This design comes from an exercise in tuning for small area and a short achievable clock period on the open sky130 flow, not from production work.
Where RTL was checked, it was by simulation tests only, not by an equivalence proof against the original.
Power is estimated from default activity; no workload was simulated.

==> flow/design.v (excerpt) <==
module cpu_trace_buffer
#(
    parameter int DEPTH       = 16,
    parameter int MAX_RECORDS = 560
) (
    input  logic        clk,
    input  logic        rst,
    input  logic        trace_en,
    input  logic [31:0] pc,
    input  logic [31:0] inst,
    input  logic        rf_wena,
    input  logic [4:0]  rf_waddr,
    input  logic [31:0] rf_wdata,
    output logic        out_valid,
    input  logic        out_ready,
    output logic [31:0] out_data,
    output logic        out_last,
    output logic        full,
    output logic        empty,
    output logic        overflow,
    output logic [15:0] drop_count,
    output logic [31:0] rec_count,
    output logic        done
);
    localparam int RW = 10;              
    logic               w0, w1, w2, nw3;
    logic               nvalid, iempty, nfull, ndone;
    logic               empty_n;     
    logic [DEPTH-1:0]   wsel;        
    logic [DEPTH-1:0]   rsel;        
    logic [DEPTH-1:0]   rsel2;       
    logic [DEPTH-1:0]   we;
    logic [4:0]         occ;         
    logic [RW-1:0]      rec;
    logic [TRACE_W-1:0] entry_in;
    logic [TRACE_W-1:0] head;
    logic [TRACE_W-1:0] ent;         
    logic               adv, pop, push, drop, accept;
    logic [4:0]         occ_inc, occ_dec;
    assign entry_in = {pc, inst, rf_wena, rf_waddr, rf_wdata};
    assign occ_inc  = occ + 5'd1;
  ...
Size in the first run: roughly 3,500 cells after synthesis, roughly 1,900 flip-flops, roughly 190 I/O pins, roughly 0.066 sq mm of cells after synthesis.
clock: 5.5 ns
lec_check: 0
cap_margin: 20
core_margin: 2
core_utilization: 45
cts_cluster_diameter: 80
cts_cluster_size: 30
place_density: 0.6
setup_slack_margin: 3.0
slew_margin: 20
standard.sh (not shown) runs the stock make flow with config.mk's settings and CLKGATE_MAP_FILE= SYNTH_SCRIPT=/design/flow/synth_recipe.tcl, a recipe that flattens the netlist after the stock synthesis.
==> flow/flow/run.sh <==
#!/bin/bash
# Own layout flow: the standard flow (standard.sh, unchanged synthesis),
# with the port buffers made as buf_2 cells instead of the default delay
# buffer. The full make output goes to make.log in this folder; ORFS keeps
# each step's own log under orfs/logs/.
set -euo pipefail
export BUFFER_PORTS_ARGS="-buffer_cell sky130_fd_sc_hd__buf_2"
bash standard.sh finish > make.log 2>&1
==> next run, changes <==
SETUP_SLACK_MARGIN = 3.1   (was 3.0)
Outcome: Worst setup slack improves by 0.049 ns. Via count increases slightly. Global-route usage went down by 0.13 points. Die area does not change.
No run of this note included a check of the RTL's function; only the layout flow was run.


cpu_trace_buffer, a different RTL version from the one above (not shown whole).
For scale: about 3500 cells after synthesis, ~190 I/O pins.
==> flow/config.mk <==
export PLATFORM = sky130hd
export DESIGN_NAME = cpu_trace_buffer
export DESIGN_NICKNAME = cpu_trace_buffer
export VERILOG_FILES = /design/flow/design.v
export SDC_FILE = /design/flow/constraint.sdc
export NUM_CORES = 4
export LEC_CHECK = 0
export CAP_MARGIN = 20
export CORE_MARGIN = 2
export CORE_UTILIZATION = 45
export CTS_CLUSTER_DIAMETER = 80
export CTS_CLUSTER_SIZE = 30
export PLACE_DENSITY = 0.6
export SETUP_SLACK_MARGIN = 3.1
export SLEW_MARGIN = 20
export TNS_END_PERCENT = 10
==> flow/constraint.sdc <==
create_clock -name core_clock -period 5.5 [get_ports {clk}]
set_input_delay 1.1000 -clock core_clock [delete_from_list [all_inputs] [get_ports {clk}]]
set_output_delay 1.1000 -clock core_clock [all_outputs]
set_load 0.01 [all_outputs]
Scripts as last shown in full above: flow/flow/run.sh
Then changed:
==> flow/run.sh (new file) <==
#!/bin/bash
# synth_recipe.tcl (not shown) runs the flow's synth.tcl, then flattens the netlist and writes it again
# the make line also repeats each setting of config.mk as NAME=value (left out here)
make -C /OpenROAD-flow-scripts/flow DESIGN_CONFIG=/design/flow/config.mk WORK_HOME=/design/flow/orfs CLKGATE_MAP_FILE= SYNTH_SCRIPT=/design/flow/synth_recipe.tcl finish
--- a/flow/config.mk
+++ b/flow/config.mk
@@ -13,4 +13,3 @@
 export PLACE_DENSITY = 0.6
-export SETUP_SLACK_MARGIN = 3.1
+export SETUP_SLACK_MARGIN = 3.0
 export SLEW_MARGIN = 20
-export TNS_END_PERCENT = 10
removed: flow/flow/run.sh
removed: flow/standard.sh
The changed run finished with timing, DRC and antenna clean.
Design area climbs by 2.4%.
Sequential share of layout area drops by 1.7 points.
Register-to-register slack improved by 150 ps.
Global-route usage climbs by 1.2 points.
Then changed:
==> flow/flow/run.sh (new file) <==
#!/bin/bash
# Own layout flow: the standard flow (standard.sh, unchanged synthesis),
# with the port buffers made as buf_2 cells instead of the default delay
# buffer. The full make output goes to make.log in this folder; ORFS keeps
# each step's own log under orfs/logs/.
set -euo pipefail
export BUFFER_PORTS_ARGS="-buffer_cell sky130_fd_sc_hd__buf_2"
bash standard.sh finish > make.log 2>&1
==> flow/standard.sh (new file) <==
#!/bin/bash
# synth_recipe.tcl (not shown) runs the flow's synth.tcl, then flattens the netlist and writes it again
# the make line also repeats each setting of config.mk as NAME=value (left out here)
make -C /OpenROAD-flow-scripts/flow DESIGN_CONFIG=/design/flow/config.mk WORK_HOME=/design/flow/orfs CLKGATE_MAP_FILE= SYNTH_SCRIPT=/design/flow/synth_recipe.tcl "${@:-finish}"
--- a/flow/config.mk
+++ b/flow/config.mk
@@ -13,3 +13,3 @@
 export PLACE_DENSITY = 0.6
-export SETUP_SLACK_MARGIN = 3.0
+export SETUP_SLACK_MARGIN = 3.25
 export SLEW_MARGIN = 20
removed: flow/run.sh
Outcome: Routed wire length increases by 1.9%. Die area does not change. Sequential power is about the same. Global-route usage is about the same. Synthesized cell count is unchanged. Final cell count increases by 0.95%. Count of clock-buffer cells in the layout does not change. Non-clock buffer count increases by 33. Total power increases by 1.6%. Utilization barely changes. Worst setup slack is better by 18 ps.


Starting RTL as in the previous note.
==> flow/config.mk <==
export PLATFORM = sky130hd
export DESIGN_NAME = cpu_trace_buffer
export DESIGN_NICKNAME = cpu_trace_buffer
export VERILOG_FILES = /design/flow/design.v
export SDC_FILE = /design/flow/constraint.sdc
export NUM_CORES = 4
export LEC_CHECK = 0
export CAP_MARGIN = 20
export CORE_MARGIN = 2
export CORE_UTILIZATION = 45
export CTS_CLUSTER_DIAMETER = 80
export CTS_CLUSTER_SIZE = 30
export PLACE_DENSITY = 0.6
export SETUP_SLACK_MARGIN = 3.2
export SLEW_MARGIN = 20
export TNS_END_PERCENT = 10
==> flow/constraint.sdc <==
create_clock -name core_clock -period 5.5 [get_ports {clk}]
set_input_delay 1.1000 -clock core_clock [delete_from_list [all_inputs] [get_ports {clk}]]
set_output_delay 1.1000 -clock core_clock [all_outputs]
set_load 0.01 [all_outputs]
==> flow/flow/run.sh <==
#!/bin/bash
# Own layout flow: the standard flow (standard.sh, unchanged synthesis),
# with the port buffers made as buf_2 cells instead of the default delay
# buffer. The full make output goes to make.log in this folder; ORFS keeps
# each step's own log under orfs/logs/.
set -euo pipefail
export BUFFER_PORTS_ARGS="-buffer_cell sky130_fd_sc_hd__buf_2"
bash standard.sh finish > make.log 2>&1
The baseline went through all stages and came out clean.
Rerun with:
GPL_ROUTABILITY_DRIVEN = 0   (was unset)
SETUP_SLACK_MARGIN = 3.0   (was 3.2)
TNS_END_PERCENT = unset   (was 10)
=> The new run passed the timing, DRC and antenna checks. Sequential power stays flat. Total power is about the same. Cell area stays the same. Count of clock-buffer cells in the layout is unchanged. Combinational power falls by a few percent.
Rerun with:
CORE_UTILIZATION = 55   (was 45)
GPL_ROUTABILITY_DRIVEN = unset   (was 0)
PLACE_DENSITY = 0.7   (was 0.6)
Cell area is lower by 1.4%.
Die area shrinks by 18%.
Power goes down by 3.8%.
Worst hold slack loses 7.2 ps.
Count of clock-buffer cells in the layout rose by 3.
Via count rose by 0.38%.
Wire length is lower by 5.6%.
Fmax is higher by 0.74%.
Synthesized cell count is unchanged.
Combinational power is higher by 7.1%.
Sequential power is about the same.
Rerun with:
CORE_UTILIZATION = 45   (was 55)
PLACE_DENSITY = 0.6   (was 0.7)
The changed run went through all stages and came out clean.
Total power climbs by a few percent.
Clock skew drops by 4.9 ps.
Global-route usage drops by 3.6 points.
Routed wire length climbs by a few percent.


Another version of the RTL of cpu_trace_buffer (not shown whole).
For scale: roughly 3200 cells after synthesis.
clock: 5.5 ns
lec_check: 0
cap_margin: 20
core_margin: 2
core_utilization: 45
place_density: 0.6
setup_slack_margin: 3.6
slew_margin: 20
run.sh (not shown) runs the stock make flow with config.mk's settings and CLKGATE_MAP_FILE= SYNTH_SCRIPT=/design/flow/synth_recipe.tcl, a recipe that flattens the netlist after the stock synthesis.
Stock flow here: none of the scripts above is used.
The starting point ran to the end with no violations.
Then changed:
SETUP_SLACK_MARGIN = 3.0   (was 3.6)
The new run completed with no timing, DRC or antenna violations.
Total power drops by a few percent.
Hold slack degrades by 14 ps.
Utilization drops by 13 points.
Synthesized cell count does not change.
Critical path depth climbs by 4.
Die area does not change.
Final area drops by about a fifth.
Then changed:
SETUP_SLACK_MARGIN = default   (was 3.0)
Result: Combinational power climbs by a few percent. Setup slack gets worse by 740 ps. Count of clock-buffer cells in the layout climbs by 7. Wire length drops by a few percent. Final area drops slightly. Cell count drops slightly. Synthesized cell count is unchanged. Fmax drops by about a fifth. Via count drops by a few percent. Total power climbs slightly. Global-route usage drops by 0.74 points.
Function was not checked in any run of this note: the RTL went through the layout flow alone.


cpu_trace_buffer, a different RTL version from the one above (not shown whole).
Size in the first run: ~3300 cells after synthesis, roughly 1800 flip-flops, ~190 I/O pins, ~0.065 sq mm of cells after synthesis.
Settings: LEC_CHECK=0, CAP_MARGIN=20, CORE_MARGIN=2, CORE_UTILIZATION=45, CTS_CLUSTER_DIAMETER=80, CTS_CLUSTER_SIZE=30, PLACE_DENSITY=0.6, SETUP_SLACK_MARGIN=3.2, SLEW_MARGIN=20; clock period 5.5 ns.
The first run finished clean.
Next try:
==> flow/flow/run.sh (new file) <==
#!/bin/bash
# Own layout flow: the standard flow (standard.sh, unchanged synthesis),
# with the port buffers made as buf_2 cells instead of the default delay
# buffer. The full make output goes to make.log in this folder; ORFS keeps
# each step's own log under orfs/logs/.
set -euo pipefail
export BUFFER_PORTS_ARGS="-buffer_cell sky130_fd_sc_hd__buf_2"
bash standard.sh finish > make.log 2>&1
==> flow/standard.sh (new file) <==
#!/bin/bash
# synth_recipe.tcl (not shown) runs the flow's synth.tcl, then flattens the netlist and writes it again
# the make line also repeats each setting of config.mk as NAME=value (left out here)
make -C /OpenROAD-flow-scripts/flow DESIGN_CONFIG=/design/flow/config.mk WORK_HOME=/design/flow/orfs CLKGATE_MAP_FILE= SYNTH_SCRIPT=/design/flow/synth_recipe.tcl "${@:-finish}"
- SETUP_SLACK_MARGIN: 3.2 -> 3.0
removed: flow/run.sh
After rerunning: Routed wire length fell by 6.3%; via count came out lower by 3.6%; clock power went down by about 1%; total power shrinks by 0.90%; cell count is lower by 2.7%; area after synthesis is unchanged; worst setup slack stays flat; final area drops by 4.3%; synthesized cell count does not change; fmax barely changes.
Next try:
==> flow/run.sh (new file) <==
#!/bin/bash
# synth_recipe.tcl (not shown) runs the flow's synth.tcl, then flattens the netlist and writes it again
# the make line also repeats each setting of config.mk as NAME=value (left out here)
make -C /OpenROAD-flow-scripts/flow DESIGN_CONFIG=/design/flow/config.mk WORK_HOME=/design/flow/orfs CLKGATE_MAP_FILE= SYNTH_SCRIPT=/design/flow/synth_recipe.tcl finish
removed: flow/flow/run.sh
removed: flow/standard.sh
After rerunning: The new run produced a clean layout; cell area came out higher by about 2%; routed wire length rose by 2.5%; sequential share of layout area shrinks by 1.5 points; maximum frequency rose by 1.1%; via count increases by 1.4%; clock-buffer cell count came out higher by 7; global-route usage went up by 0.67 points; critical path depth is unchanged; power climbs by about 0.64%.
No run of this note included a check of the RTL's function; only the layout flow was run.


v34:
Another version of the RTL of cpu_trace_buffer (not shown whole).
For scale: roughly 1800 flip-flops, ~190 I/O pins, about 66000 sq um of cells after synthesis.
Settings: LEC_CHECK=0, CAP_MARGIN=20, CORE_MARGIN=2, CORE_UTILIZATION=45, CTS_CLUSTER_DIAMETER=80, CTS_CLUSTER_SIZE=30, PLACE_DENSITY=0.6, SETUP_SLACK_MARGIN=3.1, SLEW_MARGIN=20; clock period 5.5 ns.
standard.sh (not shown) runs the stock make flow with config.mk's settings and CLKGATE_MAP_FILE= SYNTH_SCRIPT=/design/flow/synth_recipe.tcl, a recipe that flattens the netlist after the stock synthesis.
==> flow/flow/run.sh <==
#!/bin/bash
# Own layout flow: the standard flow (standard.sh, unchanged synthesis),
# with the port buffers made as buf_2 cells instead of the default delay
# buffer. The full make output goes to make.log in this folder; ORFS keeps
# each step's own log under orfs/logs/.
set -euo pipefail
export BUFFER_PORTS_ARGS="-buffer_cell sky130_fd_sc_hd__buf_2"
bash standard.sh finish > make.log 2>&1
v34 finished all stages; the layout is clean.
Input-level comparison between v59 and v34:
- a change of SETUP_SLACK_MARGIN from 3.1 to 3.0
Findings:
Comparing the two runs side by side, v59 comes out behind v34 on worst hold slack. Per the comparison of v59 with v34, number of antenna diodes decreased by 3 relative to the old numbers; final cell count fell by about 1.1%; clock power was more or less identical. Relative to v34, the final area of v59 is lower by 1000 sq um.
Changes in v30 relative to v59:
- changing SETUP_SLACK_MARGIN from 3.0 to 3.2
Looking at endpoint of the most critical setup path, the ent[27]$_DFFE_PN_ result is from v59; the out_valid one comes from v30. Summary of v30 over v59: worst hold slack did not really move, transition time at the pin with the least slew margin moved up. Cmp v30 vs v59: peak clock frequency supported by timing higher in v30. Measured against v30, the first-pass GRT wire length of v59 comes out at 0.945 times the reference value. The global-route usage in v30 was higher than what v59 gave.


== build 80 ==
The RTL this note starts from:
==> flow/design.v <==
package trace_pkg;
    localparam int TRACE_W   = 102;
    localparam int WDATA_LSB = 0;
    localparam int WADDR_LSB = 32;
    localparam int WENA_BIT  = 37;
    localparam int INST_LSB  = 38;
    localparam int PC_LSB    = 70;
endpackage
import trace_pkg::*;
module trace_fifo
#(
    parameter int WIDTH = TRACE_W,
    parameter int DEPTH = 16
) (
    input  logic              clk,
    input  logic [DEPTH-1:0]  we,
    input  logic [WIDTH-1:0]  wdata,
    input  logic [DEPTH-1:0]  rsel_lo,
    input  logic [DEPTH-1:0]  rsel_hi,
    output logic [WIDTH-1:0]  rdata
);
    logic [WIDTH-1:0] mem [DEPTH];
    always_ff @(posedge clk) begin
        for (int i = 0; i < DEPTH; i++) begin
            if (we[i]) begin
                mem[i] <= wdata;
            end
        end
    end
    localparam int LO_W = WIDTH / 2;
    always_comb begin
        rdata = '0;
        for (int i = 0; i < DEPTH; i++) begin
            rdata[LO_W-1:0]     = rdata[LO_W-1:0] | (mem[i][LO_W-1:0] & {LO_W{rsel_lo[i]}});
            rdata[WIDTH-1:LO_W] = rdata[WIDTH-1:LO_W] |
                                  (mem[i][WIDTH-1:LO_W] & {(WIDTH-LO_W){rsel_hi[i]}});
        end
    end
endmodule
import trace_pkg::*;
module cpu_trace_buffer
#(
    parameter int DEPTH       = 16,
    parameter int MAX_RECORDS = 560
) (
    input  logic        clk,
    input  logic        rst,
    input  logic        trace_en,
    input  logic [31:0] pc,
    input  logic [31:0] inst,
    input  logic        rf_wena,
    input  logic [4:0]  rf_waddr,
    input  logic [31:0] rf_wdata,
    output logic        out_valid,
    input  logic        out_ready,
    output logic [31:0] out_data,
    output logic        out_last,
    output logic        full,
    output logic        empty,
    output logic        overflow,
    output logic [15:0] drop_count,
    output logic [31:0] rec_count,
    output logic        done
);
    localparam int RW = 10;              
    logic               w0, w1, w2, nw3;
    logic               nvalid, iempty, nfull, ndone;
    logic               empty_n;     
    logic [DEPTH-1:0]   wsel;        
    logic [DEPTH-1:0]   rsel;        
    logic [DEPTH-1:0]   rsel2;       
    logic [DEPTH-1:0]   we;
    logic [RW-1:0]      rec;
    logic [TRACE_W-1:0] entry_in;
    logic [TRACE_W-1:0] head;
    logic [TRACE_W-1:0] ent;         
    logic               adv, pop, push, drop, accept;
    logic               occ_is_1, occ_is_15;
    assign entry_in = {pc, inst, rf_wena, rf_waddr, rf_wdata};
    assign occ_is_1  = |(wsel & {rsel2[DEPTH-2:0], rsel2[DEPTH-1]});
    assign occ_is_15 = |(rsel2 & {wsel[DEPTH-2:0], wsel[DEPTH-1]});
    assign adv    = nvalid || (!nw3 && out_ready);
    assign pop    = !iempty && adv;
    assign accept = trace_en && ndone;
    assign push   = accept && (nfull || pop);
    assign drop   = accept && !nfull && !pop;
    assign we = (wsel & {DEPTH{nfull}}) | (wsel & {DEPTH{!nw3}} & {DEPTH{out_ready}});
    trace_fifo #(
        .WIDTH (TRACE_W),
        .DEPTH (DEPTH)
    ) u_fifo (
        .clk     (clk),
        .we      (we),
        .wdata   (entry_in),
        .rsel_lo (rsel),
        .rsel_hi (rsel2),
        .rdata   (head)
    );
    always_ff @(posedge clk or posedge rst) begin
        if (rst) begin
            wsel   <= DEPTH'(1);
            rsel   <= DEPTH'(1);
            rsel2  <= DEPTH'(1);
            full   <= 1'b0;
            nfull  <= 1'b1;
            iempty  <= 1'b1;
            empty_n <= 1'b0;
        end else begin
            if (push) wsel <= {wsel[DEPTH-2:0], wsel[DEPTH-1]};
            if (pop) begin
                rsel  <= {rsel[DEPTH-2:0], rsel[DEPTH-1]};
                rsel2 <= {rsel2[DEPTH-2:0], rsel2[DEPTH-1]};
            end
            if (push && !pop) begin
                iempty  <= 1'b0;
                empty_n <= 1'b1;
                full   <= occ_is_15;
                nfull  <= !occ_is_15;
            end else if (pop && !push) begin
                full   <= 1'b0;
                nfull  <= 1'b1;
                iempty  <= occ_is_1;
                empty_n <= !occ_is_1;
            end
        end
    end
    always_ff @(posedge clk or posedge rst) begin
        if (rst) begin
            rec        <= '0;
            done       <= 1'b0;
            ndone      <= 1'b1;
            overflow   <= 1'b0;
            drop_count <= '0;
        end else begin
            if (push) begin
                rec   <= rec + 1'b1;
                done  <= (rec == RW'(MAX_RECORDS - 1));
                ndone <= (rec != RW'(MAX_RECORDS - 1));
            end
            if (drop) begin
                overflow <= 1'b1;
                if (drop_count != 16'hFFFF) begin
                    drop_count <= drop_count + 16'd1;
                end
            end
        end
    end
    assign rec_count = 32'(rec);
    assign empty     = !empty_n;
    always_ff @(posedge clk or posedge rst) begin
        if (rst) begin
            out_valid <= 1'b0;
            nvalid    <= 1'b1;
            out_last  <= 1'b0;
            w0    <= 1'b0;
            w1    <= 1'b0;
            w2    <= 1'b0;
            nw3   <= 1'b1;
        end else begin
            if (adv) begin
                out_valid <= !iempty;
                nvalid    <= iempty;
                out_last  <= 1'b0;
                w0    <= !iempty;
                nw3   <= 1'b1;
            end else if (out_ready) begin
                out_last <= w2;
                w0    <= 1'b0;
                w1    <= w0;
                w2    <= w1;
                nw3   <= !w2;
            end
        end
    end
    always_ff @(posedge clk) begin
        if (adv) begin
            ent <= head;
        end
    end
    logic s_head, s_pc, s_inst, s_rf, s_wdata;
    assign s_head  = adv;
    assign s_pc    = w0 && !out_ready;
    assign s_inst  = out_ready ? w0 : w1;
    assign s_rf    = out_ready ? w1 : w2;
    assign s_wdata = out_ready ? w2 : !nw3;
    always_ff @(posedge clk) begin
        out_data <= ({32{s_head}}  & head[PC_LSB +: 32])
                  | ({32{s_pc}}    & ent[PC_LSB +: 32])
                  | ({32{s_inst}}  & ent[INST_LSB +: 32])
                  | ({32{s_rf}}    & {ent[WENA_BIT], 26'b0, ent[WADDR_LSB +: 5]})
                  | ({32{s_wdata}} & ent[WDATA_LSB +: 32]);
    end
endmodule
==> flow/config.mk <==
export PLATFORM = sky130hd
export DESIGN_NAME = cpu_trace_buffer
export DESIGN_NICKNAME = cpu_trace_buffer
export VERILOG_FILES = /design/flow/design.v
export SDC_FILE = /design/flow/constraint.sdc
export NUM_CORES = 4
export LEC_CHECK = 0
export CAP_MARGIN = 20
export CORE_MARGIN = 2
export CORE_UTILIZATION = 45
export CTS_CLUSTER_DIAMETER = 80
export CTS_CLUSTER_SIZE = 30
export PLACE_DENSITY = 0.6
export SETUP_SLACK_MARGIN = 3.0
export SLEW_MARGIN = 20
==> flow/constraint.sdc <==
create_clock -name core_clock -period 5.5 [get_ports {clk}]
set_input_delay 1.1000 -clock core_clock [delete_from_list [all_inputs] [get_ports {clk}]]
set_output_delay 1.1000 -clock core_clock [all_outputs]
set_load 0.01 [all_outputs]
Scripts as last shown in full above: flow/flow/run.sh
Build 80 finished every stage and its layout cleared the timing, DRC and antenna checks.
Here is what was changed in the inputs of trial 84 compared with build 80.
Settings: changing SETUP_SLACK_MARGIN from 3.0 to 3.15.
Results
- The run showing the smaller met1 track utilization from global routing is build 80.
- Diff build 80 and trial 84: relative max-transition margin lower in build 80
- Build 80 has lower shortest period the worst path allows than trial 84.
- Changes observed in trial 84 relative to build 80: sequential share of cell area fell by 1.4 points; sum of routed wire length over all layers moved up; clock power rose about 0.5%.
- Trial 84 | status: complete | timing, DRC, antenna: pass
- Diff build 80 -> trial 84 | non-clock buffer count | increase of 75
No functional check of the RTL was part of any run of this note.

afterwards: timing with drivers on the ports:
In the flow no input, the clock included, has a driving cell. The finished layouts below were timed again as built, in two steps.
Step 1, drivers: a clkbuf_16 drives clk and a buf_2 each remaining input, both assumed.
Step 2, shift: input delay + t, output delay - t, t = (earliest + latest rising clock arrival at the registers) / 2. This alone moves slack from input paths to output paths.
Slacks: ideal / step 1 / step 2; pairs: ideal / step 1.
run | t (ns) | setup WS [ns] | hold WS [ns] | slew at the worst register clock pin (ns)
the first run of note 1 | 0.785 | 2.957 / 2.933 / 2.265 | 0.464 / 0.406 / 0.477 | 0.12 / 0.12
the second run of note 1 | 0.784 | 3.006 / 2.956 / 2.274 | 0.467 / 0.409 / 0.482 | 0.12 / 0.12
the first run of note 2 | 0.798 | 2.925 / 2.878 / 2.157 | 0.472 / 0.452 / 0.472 | 0.12 / 0.12
the second run of note 2 | 0.800 | 2.969 / 2.943 / 2.223 | 0.476 / 0.476 / 0.476 | 0.12 / 0.12
the third run of note 2 | 0.804 | 2.987 / 2.901 / 2.394 | 0.468 / 0.456 / 0.468 | 0.12 / 0.12
the first run of note 3 | 0.796 | 2.951 / 2.883 / 2.197 | 0.475 / 0.453 / 0.475 | 0.12 / 0.12
the second run of note 3 | 0.803 | 2.986 / 2.902 / 2.271 | 0.467 / 0.460 / 0.467 | 0.12 / 0.12
the third run of note 3 | 0.762 | 3.004 / 2.940 / 2.260 | 0.460 / 0.443 / 0.460 | 0.12 / 0.12
the fourth run of note 3 | 0.803 | 2.986 / 2.902 / 2.271 | 0.467 / 0.460 / 0.467 | 0.12 / 0.12
the first run of note 4 | 0.909 | 2.889 / 2.814 / 2.325 | 0.509 / 0.509 / 0.509 | 0.08 / 0.08
the second run of note 4 | 0.875 | 2.893 / 2.864 / 2.171 | 0.495 / 0.495 / 0.495 | 0.06 / 0.06
the third run of note 4 | 0.880 | 2.152 / 2.188 / 1.308 | 0.493 / 0.493 / 0.493 | 0.07 / 0.07
the first run of note 5 | 0.782 | 2.887 / 2.810 / 2.439 | 0.487 / 0.487 / 0.487 | 0.12 / 0.12
the second run of note 5 | 0.790 | 2.887 / 2.814 / 2.255 | 0.324 / 0.272 / 0.485 | 0.12 / 0.12
the third run of note 5 | 0.780 | 2.916 / 2.840 / 2.234 | 0.489 / 0.489 / 0.489 | 0.12 / 0.12
v34 | 0.802 | 3.046 / 2.970 / 2.220 | 0.471 / 0.421 / 0.471 | 0.12 / 0.12
v59 | 0.811 | 2.932 / 2.923 / 2.148 | 0.466 / 0.417 / 0.466 | 0.12 / 0.12
v30 | 0.812 | 3.048 / 2.963 / 2.364 | 0.468 / 0.420 / 0.468 | 0.12 / 0.12
build 80 | 0.792 | 2.966 / 2.889 / 2.267 | 0.435 / 0.378 / 0.465 | 0.12 / 0.12
trial 84 | 0.795 | 2.953 / 2.876 / 2.417 | 0.427 / 0.369 / 0.460 | 0.12 / 0.12
After both steps every run listed still meets setup and hold. For the third run of note 4, which loses most, drivers alone change the setup slack by +0.036 ns; drivers and shift together by -0.844 ns.
